From an optimization exercise on the open Yosys and OpenROAD flow, aimed at small area; shortcuts taken in it are not production practice. In this exercise RTL edits were held to simulation tests only and were not proved equivalent to the original. Power figures rest on the tool's default switching activity, not on a simulated workload. The flow treats the clock pin as an ideal source, which a real chip does not have.

==> v3 <==
==> flow/design.v <==
`default_nettype none
package rtmf_pkg;
   localparam logic [1:0] OP_SET  = 2'd0;
   localparam logic [1:0] OP_DEL  = 2'd1;
   localparam logic [1:0] OP_LOOK = 2'd2;
   localparam logic [1:0] OP_NONE = 2'd3;
   localparam logic [1:0] STATUS_OK   = 2'd0;
   localparam logic [1:0] STATUS_MISS = 2'd1;
   localparam logic [1:0] STATUS_FULL = 2'd2;
   localparam int KEY_W   = 33;
   localparam int HOP_W   = 48;
   localparam int ENTRY_W = KEY_W + HOP_W;
   function automatic logic [32:0] make_key(input logic [31:0] addr,
                                            input logic [5:0]  plen);
      logic [32:0] therm;
      logic [32:0] key;
      begin
         for (int j = 0; j <= 32; j++) begin
            therm[j] = (plen[5] || (32 - j) <= int'(plen[4:0]));
         end
         key[0] = therm[0];
         for (int j = 1; j <= 32; j++) begin
            key[j] = therm[j] & (addr[j-1] | ~therm[j-1]);
         end
         make_key = key;
      end
   endfunction
   function automatic logic key_covers(input logic [32:0] key,
                                       input logic [31:0] addr);
      logic [31:0] mask;
      logic        ok;
      begin
         mask[0] = key[0];
         for (int j = 1; j < 32; j++) begin
            mask[j] = mask[j-1] | key[j];
         end
         ok = 1'b1;
         for (int j = 0; j < 32; j++) begin
            ok = ok & (~mask[j] | (key[j+1] == addr[j]));
         end
         key_covers = ok;
      end
   endfunction
endpackage
`default_nettype wire
`default_nettype none
module rtmf_mem #(
   parameter int ENTRIES = 32,
   parameter int KW      = 33,
   parameter int PW      = 48,
   localparam int W      = KW + PW
) (
   input  wire logic           clock,
   output logic [W-1:0]        head,        
   output logic [PW-1:0]       spare,
   input  wire logic           put_key,     
   input  wire logic           put_hop,     
   input  wire logic           put_new,     
   input  wire logic [W-1:0]   new_data,
   input  wire logic           take_key,    
   input  wire logic           take_hop     
);
   logic [ENTRIES*W-1:0] ring_ff;
   logic [PW-1:0]        spare_ff;
   logic [KW-1:0]        tail_key;
   logic [PW-1:0]        tail_hop;
   assign head  = ring_ff[ENTRIES*W-1 -: W];
   assign spare = spare_ff;
   logic sel_key_spare, sel_key_new, sel_key_head;
   logic sel_hop_spare, sel_hop_new, sel_hop_head;
   assign sel_key_spare = put_key;
   assign sel_key_new   = put_new && !put_key;
   assign sel_key_head  = !put_new && !put_key;
   assign sel_hop_spare = put_hop;
   assign sel_hop_new   = put_new && !put_hop;
   assign sel_hop_head  = !put_new && !put_hop;
   assign tail_key = ({KW{sel_key_spare}} & spare_ff[KW-1:0])
                   | ({KW{sel_key_new}}   & new_data[W-1 -: KW])
                   | ({KW{sel_key_head}}  & head[W-1 -: KW]);
   assign tail_hop = ({PW{sel_hop_spare}} & spare_ff)
                   | ({PW{sel_hop_new}}   & new_data[PW-1:0])
                   | ({PW{sel_hop_head}}  & head[PW-1:0]);
   always_ff @(posedge clock) begin
      ring_ff <= {ring_ff[(ENTRIES-1)*W-1:0], tail_key, tail_hop};
      if (take_hop) begin
         spare_ff <= head[PW-1:0];
      end else if (take_key) begin
         spare_ff[KW-1:0] <= head[W-1 -: KW];
      end
   end
endmodule
`default_nettype wire
`default_nettype none
module rtmf_ctrl #(
   parameter int ENTRIES = 32,
   localparam int IDX_W = (ENTRIES > 1) ? $clog2(ENTRIES) : 1,
   localparam int CNT_W = $clog2(ENTRIES + 1)
) (
   input  wire logic                   clock,
   input  wire logic                   reset,
   input  wire logic                   req_valid,
   output logic                        req_ready,
   input  wire logic [1:0]             req_op,
   input  wire logic [31:0]            req_addr,
   input  wire logic [32:0]            req_key,
   output logic                        res_valid,
   output logic [1:0]                  res_status,
   output logic                        res_hit,
   input  wire logic                   res_ready,
   output logic [CNT_W-1:0]            route_count,
   input  wire logic [32:0]            head_key,
   output logic                        put_key,
   output logic                        put_hop,
   output logic                        put_new,
   output logic                        take_key,
   output logic                        take_hop
);
   typedef enum logic [2:0] {
      S_IDLE,
      S_TURN_A,
      S_TURN_B,
      S_TURN_C,
      S_DONE
   } state_type;
   state_type              state_ff;
   logic [IDX_W-1:0]       pos_ff;
   logic [CNT_W-1:0]       count_ff;
   logic                   found_ff;
   logic [IDX_W-1:0]       hit_ff;
   logic                   rsp_vld_ff;
   logic [1:0]             rsp_status_ff;
   logic                   rsp_hit_ff;
   logic                   turn_a, turn_b, turn_c;
   logic                   in_list;
   logic                   at_end;
   logic                   at_last;
   logic                   at_zero;
   logic                   at_hit;
   logic                   covers;
   logic                   same_key;
   logic                   is_set, is_del, is_look;
   logic                   first_hit;
   logic                   last_pos;
   assign is_set  = (req_op == rtmf_pkg::OP_SET);
   assign is_del  = (req_op == rtmf_pkg::OP_DEL);
   assign is_look = (req_op == rtmf_pkg::OP_LOOK);
   assign turn_a = (state_ff == S_TURN_A);
   assign turn_b = (state_ff == S_TURN_B);
   assign turn_c = (state_ff == S_TURN_C);
   assign in_list  = (CNT_W'(pos_ff) < count_ff);
   assign at_end   = (CNT_W'(pos_ff) == count_ff);
   assign at_last  = (CNT_W'(pos_ff) + 1'b1 == count_ff);
   assign at_zero  = (pos_ff == '0);
   assign at_hit   = (pos_ff == hit_ff);
   assign last_pos = (pos_ff == IDX_W'(ENTRIES - 1));
   assign covers   = rtmf_pkg::key_covers(head_key, req_addr);
   assign same_key = (head_key == req_key);
   assign first_hit = turn_a && in_list && !found_ff
                      && (is_look ? covers : (same_key && !req_op[1]));
   always_comb begin
      put_new  = turn_a && is_set && !found_ff
                 && ((in_list && same_key) || at_end);
      put_key  = turn_b && (at_hit || (is_look && at_zero));
      put_hop  = turn_c && (at_hit || (is_look && at_zero));
      take_key = (turn_a && is_look && first_hit && !at_zero)
                 || (turn_a && is_del && at_last)
                 || (turn_b && is_look && at_zero);
      take_hop = (turn_a && is_look && first_hit && at_zero)
                 || (turn_b && is_look && at_hit)
                 || (turn_b && is_del && at_end)
                 || (turn_c && is_look && (at_hit || at_zero));
   end
   always_ff @(posedge clock) begin
      if (reset) begin
         state_ff   <= S_IDLE;
         pos_ff     <= '0;
         count_ff   <= '0;
         rsp_vld_ff <= 1'b0;
      end else begin
         pos_ff <= pos_ff + 1'b1;
         if (rsp_vld_ff && res_ready) begin
            rsp_vld_ff <= 1'b0;
         end
         case (state_ff)
            S_IDLE: begin
               if (req_valid && !rsp_vld_ff && last_pos) begin
                  state_ff <= S_TURN_A;
               end
            end
            S_TURN_A: begin
               if (put_new && at_end) begin
                  count_ff <= count_ff + 1'b1;
               end
               if (last_pos) begin
                  if (is_del && (found_ff || first_hit)) begin
                     count_ff <= count_ff - 1'b1;
                     state_ff <= S_TURN_B;
                  end else if (is_look && (first_hit || (found_ff && hit_ff != '0))) begin
                     state_ff <= S_TURN_B;
                  end else begin
                     state_ff <= S_DONE;
                  end
               end
            end
            S_TURN_B: begin
               if (last_pos) begin
                  state_ff <= S_TURN_C;
               end
            end
            S_TURN_C: begin
               if (last_pos) begin
                  state_ff <= S_DONE;
               end
            end
            default: begin
               state_ff   <= S_IDLE;
               rsp_vld_ff <= 1'b1;
            end
         endcase
      end
   end
   always_ff @(posedge clock) begin
      if (state_ff == S_IDLE) begin
         found_ff <= 1'b0;
      end else if (first_hit || put_new) begin
         found_ff <= 1'b1;
      end
      if (first_hit) begin
         hit_ff <= pos_ff;
      end
      if (state_ff == S_DONE) begin
         rsp_hit_ff <= found_ff && is_look;
         if (found_ff) begin
            rsp_status_ff <= rtmf_pkg::STATUS_OK;
         end else if (is_set) begin
            rsp_status_ff <= rtmf_pkg::STATUS_FULL;
         end else begin
            rsp_status_ff <= rtmf_pkg::STATUS_MISS;
         end
      end
   end
   assign req_ready   = (state_ff == S_DONE);
   assign res_valid   = rsp_vld_ff;
   assign res_status  = rsp_status_ff;
   assign res_hit     = rsp_hit_ff;
   assign route_count = count_ff;
endmodule
`default_nettype wire
`default_nettype none
module route_table_move_to_front #(
   parameter int ENTRIES = 32
) (
   input  wire logic          clock,
   input  wire logic          reset,
   input  wire logic          req_tvalid,
   output logic               req_tready,
   input  wire logic [87:0]   req_tdata,
   input  wire logic [1:0]    req_tuser,    
   output logic               rsp_tvalid,
   input  wire logic          rsp_tready,
   output logic [47:0]        rsp_tdata,
   output logic [1:0]         rsp_tuser     
);
   localparam int CNT_W = $clog2(ENTRIES + 1);
   localparam int W     = rtmf_pkg::ENTRY_W;
   logic [32:0]            req_key;
   logic [W-1:0]           new_entry;
   logic [W-1:0]           head;
   logic [47:0]            spare;
   logic                   put_key;
   logic                   put_hop;
   logic                   put_new;
   logic                   take_key;
   logic                   take_hop;
   logic                   res_hit;
   logic [CNT_W-1:0]       route_count;
   assign req_key   = rtmf_pkg::make_key(req_tdata[31:0], req_tdata[37:32]);
   assign new_entry = {req_key, req_tdata[85:70], req_tdata[69:38]};
   rtmf_ctrl #(
      .ENTRIES (ENTRIES)
   ) u_ctrl (
      .clock       (clock),
      .reset       (reset),
      .req_valid   (req_tvalid),
      .req_ready   (req_tready),
      .req_op      (req_tuser),
      .req_addr    (req_tdata[31:0]),
      .req_key     (req_key),
      .res_valid   (rsp_tvalid),
      .res_status  (rsp_tuser),
      .res_hit     (res_hit),
      .res_ready   (rsp_tready),
      .route_count (route_count),
      .head_key    (head[W-1 -: 33]),
      .put_key     (put_key),
      .put_hop     (put_hop),
      .put_new     (put_new),
      .take_key    (take_key),
      .take_hop    (take_hop)
   );
   rtmf_mem #(
      .ENTRIES (ENTRIES)
   ) u_mem (
      .clock     (clock),
      .head      (head),
      .spare     (spare),
      .put_key   (put_key),
      .put_hop   (put_hop),
      .put_new   (put_new),
      .new_data  (new_entry),
      .take_key  (take_key),
      .take_hop  (take_hop)
   );
   assign rsp_tdata = res_hit ? spare : 48'h0;
endmodule
`default_nettype wire
==> flow/flow/run.sh <==
#!/bin/bash
# Standard layout, with two changes: clock tree synthesis without dummy loads,
# and port buffers of the smallest buffer cell.
set -euo pipefail
export CTS_ARGS="-sink_clustering_enable -repair_clock_nets -dont_use_dummy_load -sink_clustering_size 30 -sink_clustering_max_diameter 100"
export BUFFER_PORTS_ARGS="-buffer_cell sky130_fd_sc_hd__buf_1"
bash standard.sh > standard.log 2>&1
==> flow/standard.sh <==
#!/bin/bash
# synth_recipe.tcl (not shown) runs the flow's synth.tcl, then flattens the netlist and writes it again
# the make line also repeats each setting of config.mk as NAME=value (left out here)
make -C /OpenROAD-flow-scripts/flow DESIGN_CONFIG=/design/flow/config.mk WORK_HOME=/design/flow/orfs CLKGATE_MAP_FILE= SYNTH_SCRIPT=/design/flow/synth_recipe.tcl "${@:-finish}"
==> flow/config.mk <==
export PLATFORM = sky130hd
export DESIGN_NAME = route_table_move_to_front
export DESIGN_NICKNAME = route_table_move_to_front
export VERILOG_FILES = /design/flow/design.v
export SDC_FILE = /design/flow/constraint.sdc
export NUM_CORES = 4
export LEC_CHECK = 0
export CAP_MARGIN = 20
export CORE_MARGIN = 2
export CORE_UTILIZATION = 40
export SLEW_MARGIN = 20
==> flow/constraint.sdc <==
create_clock -name core_clock -period 8.0 [get_ports {clock}]
set_input_delay 1.6000 -clock core_clock [delete_from_list [all_inputs] [get_ports {clock}]]
set_output_delay 1.6000 -clock core_clock [all_outputs]
set_load 0.01 [all_outputs]
==> v38: changes against v3 <==
--- a/flow/design.v
+++ b/flow/design.v
@@ -59,5 +59,6 @@
    input  wire logic [W-1:0]   new_data,
    input  wire logic           take_key,    
-   input  wire logic           take_hop     
+   input  wire logic           take_hop,    
+   input  wire logic           clear        
 );
    logic [ENTRIES*W-1:0] ring_ff;
@@ -83,8 +84,7 @@
    always_ff @(posedge clock) begin
       ring_ff <= {ring_ff[(ENTRIES-1)*W-1:0], tail_key, tail_hop};
-      if (take_hop) begin
-         spare_ff <= head[PW-1:0];
-      end else if (take_key) begin
-         spare_ff[KW-1:0] <= head[W-1 -: KW];
+      if (take_hop || take_key || clear) begin
+         spare_ff <= ({PW{take_hop}} & head[PW-1:0])
+                   | ({PW{take_key}} & PW'(head[W-1 -: KW]));
       end
    end
@@ -106,5 +106,4 @@
    output logic                        res_valid,
    output logic [1:0]                  res_status,
-   output logic                        res_hit,
    input  wire logic                   res_ready,
    output logic [CNT_W-1:0]            route_count,
@@ -114,5 +113,6 @@
    output logic                        put_new,
    output logic                        take_key,
-   output logic                        take_hop
+   output logic                        take_hop,
+   output logic                        clear_spare
 );
    typedef enum logic [2:0] {
@@ -130,5 +130,4 @@
    logic                   rsp_vld_ff;
    logic [1:0]             rsp_status_ff;
-   logic                   rsp_hit_ff;
    logic                   turn_a, turn_b, turn_c;
    logic                   in_list;
@@ -230,5 +229,4 @@
       end
       if (state_ff == S_DONE) begin
-         rsp_hit_ff <= found_ff && is_look;
          if (found_ff) begin
             rsp_status_ff <= rtmf_pkg::STATUS_OK;
@@ -243,5 +241,5 @@
    assign res_valid   = rsp_vld_ff;
    assign res_status  = rsp_status_ff;
-   assign res_hit     = rsp_hit_ff;
+   assign clear_spare = (state_ff == S_DONE) && !(found_ff && is_look);
    assign route_count = count_ff;
 endmodule
@@ -273,5 +271,5 @@
    logic                   take_key;
    logic                   take_hop;
-   logic                   res_hit;
+   logic                   clear_spare;
    logic [CNT_W-1:0]       route_count;
    assign req_key   = rtmf_pkg::make_key(req_tdata[31:0], req_tdata[37:32]);
@@ -289,5 +287,4 @@
       .res_valid   (rsp_tvalid),
       .res_status  (rsp_tuser),
-      .res_hit     (res_hit),
       .res_ready   (rsp_tready),
       .route_count (route_count),
@@ -297,5 +294,6 @@
       .put_new     (put_new),
       .take_key    (take_key),
-      .take_hop    (take_hop)
+      .take_hop    (take_hop),
+      .clear_spare (clear_spare)
    );
    rtmf_mem #(
@@ -310,7 +308,8 @@
       .new_data  (new_entry),
       .take_key  (take_key),
-      .take_hop  (take_hop)
+      .take_hop  (take_hop),
+      .clear     (clear_spare)
    );
-   assign rsp_tdata = res_hit ? spare : 48'h0;
+   assign rsp_tdata = spare;
 endmodule
 `default_nettype wire
==> flow/flow/run.sh (replaced) <==
#!/bin/bash
# Standard layout, with two changes: clock tree synthesis without dummy loads,
# and port buffers of the smallest buffer cell.
set -euo pipefail
export CTS_ARGS="-sink_clustering_enable -repair_clock_nets -dont_use_dummy_load -sink_clustering_size 33 -sink_clustering_max_diameter 100"
export BUFFER_PORTS_ARGS="-buffer_cell sky130_fd_sc_hd__buf_1"
bash standard.sh > standard.log 2>&1
Settings changed: ABC_AREA set to 1, ABC_CLOCK_PERIOD_IN_PS set to 8000.
==> results.py <==
metrics = {
    "status": {
        "status": "no timing/DRC/antenna violations",
    },
    "critical_path": {
        "cpPeakStageDelay_ns": 0.64,
    },
    "cells_and_area": {
        "signal_buffers": 163,
    },
    "timing": {
        "hold_ws_ns": 0.1956,
    },
    "hold_path": {
        "holdPathEnd": "u_mem.ring_ff[578]$_DFF_P_",
    },
    "power": {
        "p_seq_share_pct": 68.9,
    },
}
-- figures above: v3

==> results.py <==
metrics = {
    "status": {
        "status": "no timing/DRC/antenna violations",
    },
    "hold_path": {
        "holdPathEnd": "u_mem.ring_ff[972]$_DFF_P_",
    },
    "cells_and_area": {
        "signal_buffers": 151,
        "clkbuf_count": 93,
    },
    "timing": {
        "hold_ws_ns": 0.2614,
    },
    "logic_synthesis": {
        "yosys.area_share.simple_pct": 3.220,
    },
    "global_routing": {
        "use_met2_pct": 14.69,
    },
}
-- figures above: v38

[static timing again, ports no longer ideal]
In the flow no input, the clock included, has a driving cell. The finished layouts below were timed again as built, in two steps. Step 1 sets driving cells, clkbuf_16 on the clock port and buf_2 on the other inputs (assumed; they add their load-dependent delay and slew). Step 2 also shifts input and output timing later by t, the mid clock arrival at the registers, as if the neighbouring blocks saw the same clock. Three values: no drivers, after step 1, after step 2; two values: the first two.
run | t (ns) | setup WS [ns] | worst hold slack (ns)
v3 | 0.739 | 2.593 / 2.640 / 1.901 | 0.196 / 0.196 / 0.196
v38 | 0.776 | 1.982 / 1.985 / 1.209 | 0.261 / 0.261 / 0.261
After both steps setup and hold are still met in every run listed. The setup slack of v38, which loses most, moves by +0.003 ns with the drivers and by -0.773 ns with both steps.
